Source: an optimization exercise on an open RTL-to-GDS flow (aim: small area). Production flows keep margins and buffers that such runs may drop. RTL that was checked went through simulation tests only; none was proved equivalent to the original. Power figures rest on the tool's default switching activity, not on a simulated workload. The clock port is modelled as an ideal driver; clocking choices that lean on that would not hold on a real chip.

Design multichannel_oversample_averager, start of the top module:
module multichannel_oversample_averager (
   input  logic        clock,
   input  logic        reset,
   input  logic        req_valid,
   output logic        req_ready,
   input  logic [35:0] req_data,
   output logic        rsp_valid,
   input  logic        rsp_ready,
   output logic [55:0] rsp_data,
   input  logic        csr_valid,
   output logic        csr_ready,
   input  logic [1:0]  csr_index,
   input  logic [15:0] csr_data
);
Settings: LEC_CHECK=0, CAP_MARGIN=20, CORE_MARGIN=2, CORE_UTILIZATION=75, PLACE_DENSITY=0.85, SLEW_MARGIN=20; clock period 9.0 ns.
standard.sh (not shown) runs the stock make flow with config.mk's settings and CLKGATE_MAP_FILE= SYNTH_SCRIPT=/design/flow/synth_recipe.tcl, a recipe that flattens the netlist after the stock synthesis.
==> flow/flow/run.sh <==
#!/bin/bash
# Standard layout with two changes: ports get a small buffer (buf_1) instead of the
# default, and clock tree synthesis inserts no dummy loads.
set -euo pipefail
export BUFFER_PORTS_ARGS="-buffer_cell sky130_fd_sc_hd__buf_1"
export CTS_ARGS="-sink_clustering_enable -repair_clock_nets -dont_use_dummy_load -buf_list sky130_fd_sc_hd__clkbuf_16 -sink_clustering_size 30 -sink_clustering_max_diameter 100"
bash standard.sh > standard.log 2>&1
==> next run, changes <==
==> flow/flow/run.sh (replaced) <==
#!/bin/bash
# Standard layout with two changes: ports get a small buffer (buf_1) instead of the
# default, and clock tree synthesis inserts no dummy loads.
set -euo pipefail
export BUFFER_PORTS_ARGS="-buffer_cell sky130_fd_sc_hd__buf_1"
export CTS_ARGS="-sink_clustering_enable -repair_clock_nets -dont_use_dummy_load -buf_list sky130_fd_sc_hd__clkbuf_16 -sink_clustering_size 24 -sink_clustering_max_diameter 80"
bash standard.sh > standard.log 2>&1
- CORE_UTILIZATION: 75 -> 60
- PLACE_DENSITY: 0.85 -> 0.7
=> Global-route usage decreases by 13 points. Non-clock buffer count came out higher by 3. Die area came out higher by 24%. Routed wire length went down by 22%. Utilization came out lower by 15 points. Flip-flop and latch count does not change. Clock power rises by about 10%. Critical path depth does not change. Design area rose by about 1.7%. Worst setup slack got worse by 0.13 ns. Maximum frequency drops by about 2.3%.

========
Another version of the RTL of multichannel_oversample_averager (not shown whole).
For scale: about 660 flip-flops, roughly 120 I/O pins.
export LEC_CHECK = 0
export CAP_MARGIN = 5
export CORE_MARGIN = 2
export CORE_UTILIZATION = 60
export PLACE_DENSITY = 0.7
export SLEW_MARGIN = 5
create_clock -name core_clock -period 9.0 [get_ports {clock}]
==> flow/flow/run.sh <==
#!/bin/bash
# Standard layout with two changes: ports get a small buffer (buf_1) instead of the
# default, and clock tree synthesis inserts no dummy loads.
set -euo pipefail
export BUFFER_PORTS_ARGS="-buffer_cell sky130_fd_sc_hd__buf_1"
export CTS_ARGS="-sink_clustering_enable -repair_clock_nets -dont_use_dummy_load -buf_list sky130_fd_sc_hd__buf_12 -sink_clustering_size 28 -sink_clustering_max_diameter 90"
bash standard.sh > standard.log 2>&1
Edit:
--- a/flow/flow/run.sh
+++ b/flow/flow/run.sh
@@ -6 +6 @@
-export CTS_ARGS="-sink_clustering_enable -repair_clock_nets -dont_use_dummy_load -buf_list sky130_fd_sc_hd__buf_12 -sink_clustering_size 28 -sink_clustering_max_diameter 90"
+export CTS_ARGS="-sink_clustering_enable -repair_clock_nets -dont_use_dummy_load -buf_list sky130_fd_sc_hd__clkbuf_16 -sink_clustering_size 32 -sink_clustering_max_diameter 100"
=> The changed run ran to the end with no violations; power barely changes; die area stays the same; synthesized cell count is unchanged; synthesized area is unchanged; wire length grows slightly; cell area grows slightly; clock-buffer cell count shrinks by 3; critical path depth is unchanged; sequential share of layout area shrinks by 0.24 points.

========
## run a
multichannel_oversample_averager, a different RTL version from the one above (not shown whole).
Size in the first run: about 1,400 cells after synthesis, ~660 flip-flops, ~18,000 µm² of cells after synthesis.
Settings: LEC_CHECK=0, CAP_MARGIN=20, CORE_MARGIN=2, CORE_UTILIZATION=60, PLACE_DENSITY=0.7, SLEW_MARGIN=20; clock period 9.0 ns.
==> flow/flow/run.sh <==
#!/bin/bash
# Standard layout with two changes: ports get a small buffer (buf_1) instead of the
# default, and clock tree synthesis inserts no dummy loads.
set -euo pipefail
export BUFFER_PORTS_ARGS="-buffer_cell sky130_fd_sc_hd__buf_1"
export CTS_ARGS="-sink_clustering_enable -repair_clock_nets -dont_use_dummy_load -buf_list sky130_fd_sc_hd__clkbuf_16 -sink_clustering_size 32 -sink_clustering_max_diameter 100"
bash standard.sh > standard.log 2>&1
Here is what was changed in the inputs of run b compared with run a.
Settings: changing CAP_MARGIN from 20 to 5; changing SLEW_MARGIN from 20 to 5.
### Flow results
The global-route usage reported for run b is greater than that of run a by 0.19 points. Per the comparison of run b with run a, period utilization barely changed; wire length on met1 shrank by about 1.1%. In the metrics for run b and run a, the one carrying the lower net switching power is run a. Run b vs. run a: area added between synthesis and finish ~0 delta, worst hold slack after final layout fell 4.2 ps, clock period minus worst slack went down by 3.0 ps, setup slack after layout grew by 3.0 ps. In run b the wire length turned out about 1.3% higher than in run a. | power | run b vs run a | ≈ equal |.

========
Another version of the RTL of multichannel_oversample_averager (not shown whole).
Size: roughly 120 I/O pins, roughly 19000 sq um of cells after synthesis.
clock: 9.0 ns
lec_check: 0
cap_margin: 20
core_margin: 2
core_utilization: 60
cts_buf_list: sky130_fd_sc_hd__clkbuf_16
cts_cluster_diameter: 80
cts_cluster_size: 24
place_density: 0.7
slew_margin: 20
run.sh (not shown) runs the stock make flow with config.mk's settings and CLKGATE_MAP_FILE= SYNTH_SCRIPT=/design/flow/synth_recipe.tcl, a recipe that flattens the netlist after the stock synthesis.
Stock flow here: none of the scripts above is used.
==> next run, changes <==
==> flow/flow/run.sh (new file) <==
#!/bin/bash
# Standard layout with two changes: ports get a small buffer (buf_1) instead of the
# default, and clock tree synthesis inserts no dummy loads.
set -euo pipefail
export BUFFER_PORTS_ARGS="-buffer_cell sky130_fd_sc_hd__buf_1"
export CTS_ARGS="-sink_clustering_enable -repair_clock_nets -dont_use_dummy_load -buf_list sky130_fd_sc_hd__clkbuf_16 -sink_clustering_size 24 -sink_clustering_max_diameter 80"
bash standard.sh > standard.log 2>&1
==> flow/standard.sh (new file) <==
#!/bin/bash
# synth_recipe.tcl (not shown) runs the flow's synth.tcl, then flattens the netlist and writes it again
# the make line also repeats each setting of config.mk as NAME=value (left out here)
make -C /OpenROAD-flow-scripts/flow DESIGN_CONFIG=/design/flow/config.mk WORK_HOME=/design/flow/orfs CLKGATE_MAP_FILE= SYNTH_SCRIPT=/design/flow/synth_recipe.tcl "${@:-finish}"
--- a/flow/config.mk
+++ b/flow/config.mk
@@ -10,5 +10,2 @@
 export CORE_UTILIZATION = 60
-export CTS_BUF_LIST = sky130_fd_sc_hd__clkbuf_16
-export CTS_CLUSTER_DIAMETER = 80
-export CTS_CLUSTER_SIZE = 24
 export PLACE_DENSITY = 0.7
removed: flow/run.sh
Design area falls by 4.0%.
Non-clock buffer count falls by 1.
Sequential power is about the same.
Hold slack degrades by 0.028 ns.
Worst setup slack got worse by 0.35 ns.
Clock-buffer cell count is unchanged.
Synthesized cell count stays the same.
Final cell count shrinks by 0.72%.
Total power goes down by about 2.7%.
Function was not checked in any run of this note: the RTL went through the layout flow alone.

========
The RTL this note starts from:
==> flow/design.v <==
package moa_pkg;
   localparam int CHANNELS   = 16;
   localparam int OVERSAMPLE = 16;
   localparam int FULL_SCALE = 4095;
   localparam int UV_PER_MV  = 1000;
   localparam int FUNC_W     = 3;
   localparam int CH_W       = 4;
   localparam int ADC_W      = 12;
   localparam int MV_W       = 16;
   localparam int UV_W       = 26;
   localparam int AGE_W      = 17;
   localparam int ACC_W      = 20;
   localparam int SCAN_W     = 8;
   localparam int CSR_IDX_W  = 2;
   localparam int CSR_DATA_W = 16;
   localparam int PROD_W     = 28;    
   localparam int DIV_W      = 38;    
   localparam int CH_AW      = (CHANNELS > 1) ? $clog2(CHANNELS) : 1;
   localparam logic [FUNC_W-1:0] FUNC_SAMPLE  = 3'd0;
   localparam logic [FUNC_W-1:0] FUNC_ERROR   = 3'd1;
   localparam logic [FUNC_W-1:0] FUNC_TICK    = 3'd2;
   localparam logic [FUNC_W-1:0] FUNC_READ    = 3'd3;
   localparam logic [FUNC_W-1:0] FUNC_CONVERT = 3'd4;
   localparam logic [CSR_IDX_W-1:0] CSR_VREFINT_CAL  = 2'd0;
   localparam logic [CSR_IDX_W-1:0] CSR_NOMINAL_MV   = 2'd1;
   localparam logic [CSR_IDX_W-1:0] CSR_VREF_CHANNEL = 2'd2;
   localparam logic [MV_W-1:0]  NOMINAL_MV_RESET = 16'd3300;
   localparam logic [MV_W-1:0]  MV_MAX           = 16'hFFFF;
   localparam logic [UV_W-1:0]  UV_MAX           = 26'h3FF_FFFF;
   localparam logic [ADC_W-1:0] ADC_MAX          = 12'hFFF;
   localparam logic [AGE_W-1:0] AGE_MAX          = 17'h1_FFFF;
   typedef struct packed {
      logic [FUNC_W-1:0] func;
      logic [CH_W-1:0]   channel;
      logic [ADC_W-1:0]  value;
      logic              last_of_scan;
      logic [MV_W-1:0]   max_age_ms;
   } req_type;
   typedef struct packed {
      logic [ADC_W-1:0] avg_raw;
      logic [MV_W-1:0]  vdda_mv;
      logic [UV_W-1:0]  microvolts;
      logic             ready_res;
      logic             fresh;
   } rsp_type;
   typedef struct packed {
      logic [ADC_W-1:0] vrefint_cal;
      logic [MV_W-1:0]  nominal_vdda_mv;
      logic [CH_W-1:0]  vref_channel;
   } cfg_type;
endpackage
module multichannel_oversample_averager (
   input  logic        clock,
   input  logic        reset,
   input  logic        req_valid,
   output logic        req_ready,
   input  logic [35:0] req_data,
   output logic        rsp_valid,
   input  logic        rsp_ready,
   output logic [55:0] rsp_data,
   input  logic        csr_valid,
   output logic        csr_ready,
   input  logic [1:0]  csr_index,
   input  logic [15:0] csr_data
);
   localparam logic [3:0] S_IDLE = 4'd0;
   localparam logic [3:0] S_CLR  = 4'd1;    
   localparam logic [3:0] S_ADD  = 4'd2;    
   localparam logic [3:0] S_SWA  = 4'd3;    
   localparam logic [3:0] S_SWB  = 4'd4;    
   localparam logic [3:0] S_RNOW = 4'd5;    
   localparam logic [3:0] S_PRE1 = 4'd6;    
   localparam logic [3:0] S_MUL1 = 4'd7;    
   localparam logic [3:0] S_DIV1 = 4'd8;    
   localparam logic [3:0] S_RAVG = 4'd9;    
   localparam logic [3:0] S_MUL2 = 4'd10;   
   localparam logic [3:0] S_MUL3 = 4'd11;   
   localparam logic [3:0] S_DIV2 = 4'd12;   
   localparam logic [3:0] S_OUT  = 4'd13;   
   wire [2:0]  r_func = req_data[35:33];
   wire [3:0]  r_ch   = req_data[32:29];
   wire [11:0] r_val  = req_data[28:17];
   wire        r_last = req_data[16];
   wire [15:0] r_age  = req_data[15:0];
   logic [11:0]  cal;
   logic [15:0]  nom;
   logic [3:0]   vch;
   logic [3:0]   st;
   logic [8:0]   ph;
   logic [3:0]   ch;
   logic         flag;      
   logic [3:0]   scan;
   logic         rdy;
   logic [15:0]  age_n;
   logic         age_cy;    
   logic         age_ovf;   
   logic         fresh;
   logic [11:0]  avg_r;
   logic [15:0]  mv;
   wire  [11:0]  now = mv[15:4];
   logic [39:0]  z;
   logic [511:0] ring;
   logic         cy;
   logic         clamp;
   always_ff @(posedge clock) begin
      if (reset) begin
         cal <= '0;
         nom <= 16'd3300;
         vch <= '0;
      end else if (csr_valid) begin
         case (csr_index)
            2'd0: cal <= csr_data[11:0];
            2'd1: nom <= csr_data;
            2'd2: vch <= csr_data[3:0];
            default: ;
         endcase
      end
   end
   assign csr_ready = 1'b1;
   wire [3:0] slot     = ph[8:5];
   wire [4:0] o        = ph[4:0];
   wire       o_last   = &o;
   wire       idle     = (st == S_IDLE) && o_last;
   wire       accept   = req_valid && idle;
   wire [3:0] tgt      = (st == S_RNOW) ? vch : ch;
   wire       in_slot  = (slot == tgt);
   wire       slot_end = in_slot && o_last;
   wire       ring_st  = (st == S_ADD) || (st == S_SWA) || (st == S_SWB) ||
                         (st == S_RNOW) || (st == S_RAVG);
   wire       st_adv   = o_last && (!ring_st || in_slot) && (st != S_IDLE) &&
                         (st != S_CLR || ph[8:5] == 4'd15);
   wire       st_home  = (st == S_CLR) || (st == S_SWB) || (st == S_ADD && !flag);
   wire  hout   = ring[511];
   wire  addact = (st == S_ADD) && in_slot && (o < 5'd20);
   logic hin;
   always_comb begin
      hin = hout;
      if (st == S_CLR)
         hin = 1'b0;
      else if (st == S_SWA && o >= 5'd20)
         hin = ring[15] | clamp;      
      else if (st == S_SWB && o < 5'd20)
         hin = 1'b0;
      else if (addact)
         hin = hout ^ avg_r[0] ^ cy;
   end
   always_ff @(posedge clock) begin
      ring <= {ring[510:0], hin};
      cy   <= addact & ((hout & avg_r[0]) | (hout & cy) | (avg_r[0] & cy));
      if (o < 5'd16)
         clamp <= 1'b0;
      else if (o < 5'd20)
         clamp <= clamp | hout;
   end
   wire age_inc = (accept && r_func == 3'd2) | age_cy;
   wire age_top = (ph[3:0] == 4'd14);
   always_ff @(posedge clock) begin
      if (st == S_CLR || st == S_SWA)
         age_n <= {1'b1, age_n[15:1]};
      else
         age_n <= {age_n[0] ^ age_inc, age_n[15:1]};
   end
   logic age_le;
   always_comb begin
      age_le = 1'b1;
      for (int i = 0; i < 16; i++)
         age_le = (r_age[i] & age_n[i]) | (age_le & (r_age[i] | age_n[i]));
   end
   wire        mul   = (st == S_MUL1) || (st == S_MUL2) || (st == S_MUL3);
   wire [11:0] mcand = (st == S_MUL1) ? cal : (st == S_MUL2) ? 12'd1000 : avg_r;
   wire [12:0] alu_a = mul ? {1'b0, z[39:28]} : z[39:27];
   wire [12:0] alu_b = mul ? (z[0] ? {1'b0, mcand} : 13'd0)
                           : ((st == S_DIV1) ? {1'b1, ~now} : 13'h1000);
   logic [13:0] alu;
   logic [13:0] alu_c;
   always_comb begin
      alu_c[0] = ~mul;
      for (int i = 0; i < 13; i++) begin
         alu[i]     = alu_a[i] ^ alu_b[i] ^ alu_c[i];
         alu_c[i+1] = (alu_a[i] & alu_b[i]) | (alu_a[i] & alu_c[i]) | (alu_b[i] & alu_c[i]);
      end
      alu[13] = alu_c[13];
   end
   wire        ge    = alu[13];
   wire        skip  = (now == 12'd0) || (cal == 12'd0);
   wire        ovf   = |z[27:16];
   wire        run   = ~(o[4] & o[3] & o[2]) && !((st == S_MUL1 || st == S_DIV1) && skip);
   always_ff @(posedge clock) begin
      case (st)
         S_PRE1: if (o_last) z <= {1'b0, now[11:1], 12'd0, nom};
         S_MUL1, S_MUL2, S_MUL3: begin
            if (run) z <= {alu[12:0], z[27:1]};
            if (st == S_MUL2 && o_last) z[38:28] <= '1;
         end
         S_DIV1, S_DIV2: begin
            if (run) z <= ge ? {alu[11:0], z[26:0], 1'b1} : {z[38:0], 1'b0};
            if (st == S_DIV1 && o_last) z <= {24'd0, z[15:0] | {16{ovf}}};
         end
         default: ;
      endcase
   end
   always_ff @(posedge clock) begin
      if (st == S_RNOW && in_slot && o >= 5'd20)
         mv <= {hout, mv[15:1]};
      else if (st == S_MUL2 && !o[4])
         mv <= {z[0], mv[15:1]};
   end
   always_ff @(posedge clock) begin
      if (accept)
         avg_r <= r_val;
      else if ((st == S_ADD && in_slot) || (st == S_DIV2 && !flag))
         avg_r <= {1'b0, avg_r[11:1]};
      else if (st == S_RAVG && in_slot && o >= 5'd20)
         avg_r <= {hout, avg_r[11:1]};
   end
   always_ff @(posedge clock) begin
      if (accept) begin
         ch    <= r_ch;
         flag  <= (r_func == 3'd0) ? (r_last && (scan == 4'd15)) : (r_func == 3'd3);
         fresh <= rdy && !age_ovf && age_le;
      end
   end
   always_ff @(posedge clock) begin
      if (reset) begin
         st      <= S_CLR;
         ph      <= '0;
         scan    <= '0;
         rdy     <= 1'b0;
         age_cy  <= 1'b0;
         age_ovf <= 1'b0;
      end else begin
         ph     <= ph + 1'b1;
         age_cy <= age_inc && !age_n[0] && !age_top;
         if (age_inc && !age_n[0] && age_top)
            age_ovf <= 1'b1;
         if (accept) begin
            case (r_func)
               3'd0: begin
                  st <= S_ADD;
                  if (r_last) begin
                     scan <= scan + 1'b1;
                     if (scan == 4'd15) begin
                        age_ovf <= 1'b0;
                        rdy     <= 1'b1;
                     end
                  end
               end
               3'd1: rdy <= 1'b0;
               3'd3, 3'd4: st <= S_RNOW;
               default: ;
            endcase
         end
         if (st == S_OUT) begin
            if (rsp_ready) st <= S_IDLE;
         end else if (st_adv) begin
            if (st_home) st <= S_IDLE;
            else if (st == S_DIV1 && !flag) st <= S_MUL2;
            else st <= st + 1'b1;
         end
      end
   end
   assign req_ready = idle;
   assign rsp_valid = (st == S_OUT);
   assign rsp_data  = {avg_r, mv, z[25:0], rdy, fresh};
endmodule
Settings: LEC_CHECK=0, CAP_MARGIN=5, CORE_MARGIN=2, CORE_UTILIZATION=60, PLACE_DENSITY=0.7, SLEW_MARGIN=5; clock period 9.0 ns.
standard.sh (not shown) runs the stock make flow with config.mk's settings and CLKGATE_MAP_FILE= SYNTH_SCRIPT=/design/flow/synth_recipe.tcl, a recipe that flattens the netlist after the stock synthesis.
==> flow/flow/run.sh <==
#!/bin/bash
# Standard layout with two changes: ports get a small buffer (buf_1) instead of the
# default, and clock tree synthesis inserts no dummy loads.
set -euo pipefail
export BUFFER_PORTS_ARGS="-buffer_cell sky130_fd_sc_hd__buf_1"
export CTS_ARGS="-sink_clustering_enable -repair_clock_nets -dont_use_dummy_load -buf_list sky130_fd_sc_hd__buf_12 -sink_clustering_size 28 -sink_clustering_max_diameter 90"
bash standard.sh > standard.log 2>&1
The baseline finished clean.
Change:
- CORE_UTILIZATION: 60 -> 52
- PLACE_DENSITY: 0.7 -> 0.62
Result: The new run completed with no timing, DRC or antenna violations. Final cell count rises by 3.6%. Hold slack improves by 29 ps. Wire length came out higher by about 3%. Non-clock buffer count rises by 2. Register-to-register slack loses 380 ps. Total power barely changes. Worst setup slack degrades by 380 ps. Final area goes up by about 0.47%. Count of clock-buffer cells in the layout is unchanged. First-iteration DRC count goes down by 20%. Die area went up by 15%.
Change:
- CORE_UTILIZATION: 52 -> 68
- PLACE_DENSITY: 0.62 -> 0.78
Effect: Count of clock-buffer cells in the layout is unchanged; non-clock buffer count decreases by 2; sequential share of layout area increases by 0.63 points; routed wire length increases by 8.6%; cell count decreases by about 6.4%.
Change:
--- a/flow/flow/run.sh
+++ b/flow/flow/run.sh
@@ -2,2 +2,4 @@
-# Standard layout with two changes: ports get a small buffer (buf_1) instead of the
-# default, and clock tree synthesis inserts no dummy loads.
+# Standard layout with three changes:
+#  - synthesis maps the logic with an area-oriented ABC script (flow/synth.tcl),
+#  - ports get a small buffer (buf_1) instead of the default,
+#  - clock tree synthesis uses buf_12 leaves and inserts no dummy loads.
@@ -7 +9 @@
-bash standard.sh > standard.log 2>&1
+bash standard.sh SYNTH_SCRIPT="$PWD/flow/synth.tcl" finish > standard.log 2>&1
==> flow/flow/abc_area.script (new file) <==
&get -n
&st
&syn2
&dch -f
&nf -a
&st
&syn2
&dch -f
&nf -a
&st
&dch -f
&nf -a
&put
==> flow/flow/synth.tcl (new file) <==
# The standard flow's synthesis script (synth_recipe.tcl, in the work folder), with one
# change: ABC maps the combinational logic with an area-oriented script
# (abc_area.script, beside this file) instead of ORFS's speed script.
# Registers are mapped before ABC runs, so they are the same as the standard flow's.
set flow_dir [file dirname [file normalize [info script]]]
set area_script [file join $flow_dir abc_area.script]
proc abc {args} {
   global area_script
   set i [lsearch -exact $args -script]
   if {$i >= 0} {
      set args [lreplace $args $i [expr {$i + 1}] -script $area_script]
   }
   yosys abc {*}$args
}
source [file join $flow_dir .. synth_recipe.tcl]
- CORE_UTILIZATION: 68 -> 60
- PLACE_DENSITY: 0.78 -> 0.7
After rerunning:
- The new run went through all stages and came out clean
- register-to-register slack gets better by 70 ps
- clock power stays flat
- power went down by 0.87%
- fmax went up by 0.94%
- utilization went down by 7.6 points
- routed wire length is lower by 14%
- final cell count rose by 1.2%
- clock-buffer cell count does not change
- critical path depth grows by 1
- die area is higher by 10%

## afterwards: timing with drivers on the ports
Ports are ideal in the flow. The routed layouts listed here were re-timed in OpenROAD. Step 1, drivers: a clkbuf_16 drives clock and a buf_2 each remaining input, both assumed. Step 2 adds t to the input delays and takes it off the output delays; t is the mean of the earliest and latest rising clock arrival at the registers after step 1. Input paths then give back, and output paths get back, about the clock's delay inside the block. Slacks: ideal / step 1 / step 2; pairs: ideal / step 1.
run	shift t [ns]	setup slack, ns	worst hold slack (ns)	worst setup path at the end	worst register clock-pin slew, ns
the first run of note 1	0.625	3.370 / 3.370 / 3.370	0.316 / 0.316 / 0.316	register to register	0.13 / 0.13
the second run of note 1	0.560	3.237 / 3.237 / 3.237	0.319 / 0.319 / 0.319	register to register	0.09 / 0.09
the first run of note 2	0.543	3.007 / 3.007 / 3.007	0.280 / 0.280 / 0.280	register to register	0.12 / 0.12
the second run of note 2	0.593	3.018 / 3.018 / 3.018	0.281 / 0.281 / 0.281	register to register	0.12 / 0.12
run a	0.591	3.218 / 3.218 / 3.218	0.280 / 0.280 / 0.280	register to register	0.12 / 0.12
run b	0.599	3.221 / 3.221 / 3.221	0.276 / 0.276 / 0.276	register to register	0.12 / 0.12
the first run of note 4	0.591	4.145 / 4.145 / 4.145	0.323 / 0.323 / 0.323	register to register	0.10 / 0.10
the second run of note 4	0.554	3.794 / 3.794 / 3.794	0.295 / 0.295 / 0.295	register to register	0.10 / 0.10
the first run of note 5	0.554	1.356 / 1.356 / 1.356	0.265 / 0.265 / 0.265	register to register	0.11 / 0.11
the second run of note 5	0.552	0.977 / 0.977 / 0.977	0.294 / 0.294 / 0.294	register to register	0.11 / 0.11
the third run of note 5	0.551	1.149 / 1.149 / 1.149	0.297 / 0.297 / 0.297	register to register	0.12 / 0.12
the fourth run of note 5	0.542	1.222 / 1.222 / 1.222	0.292 / 0.292 / 0.292	register to register	0.11 / 0.11
After both steps setup and hold are still met in every run listed.
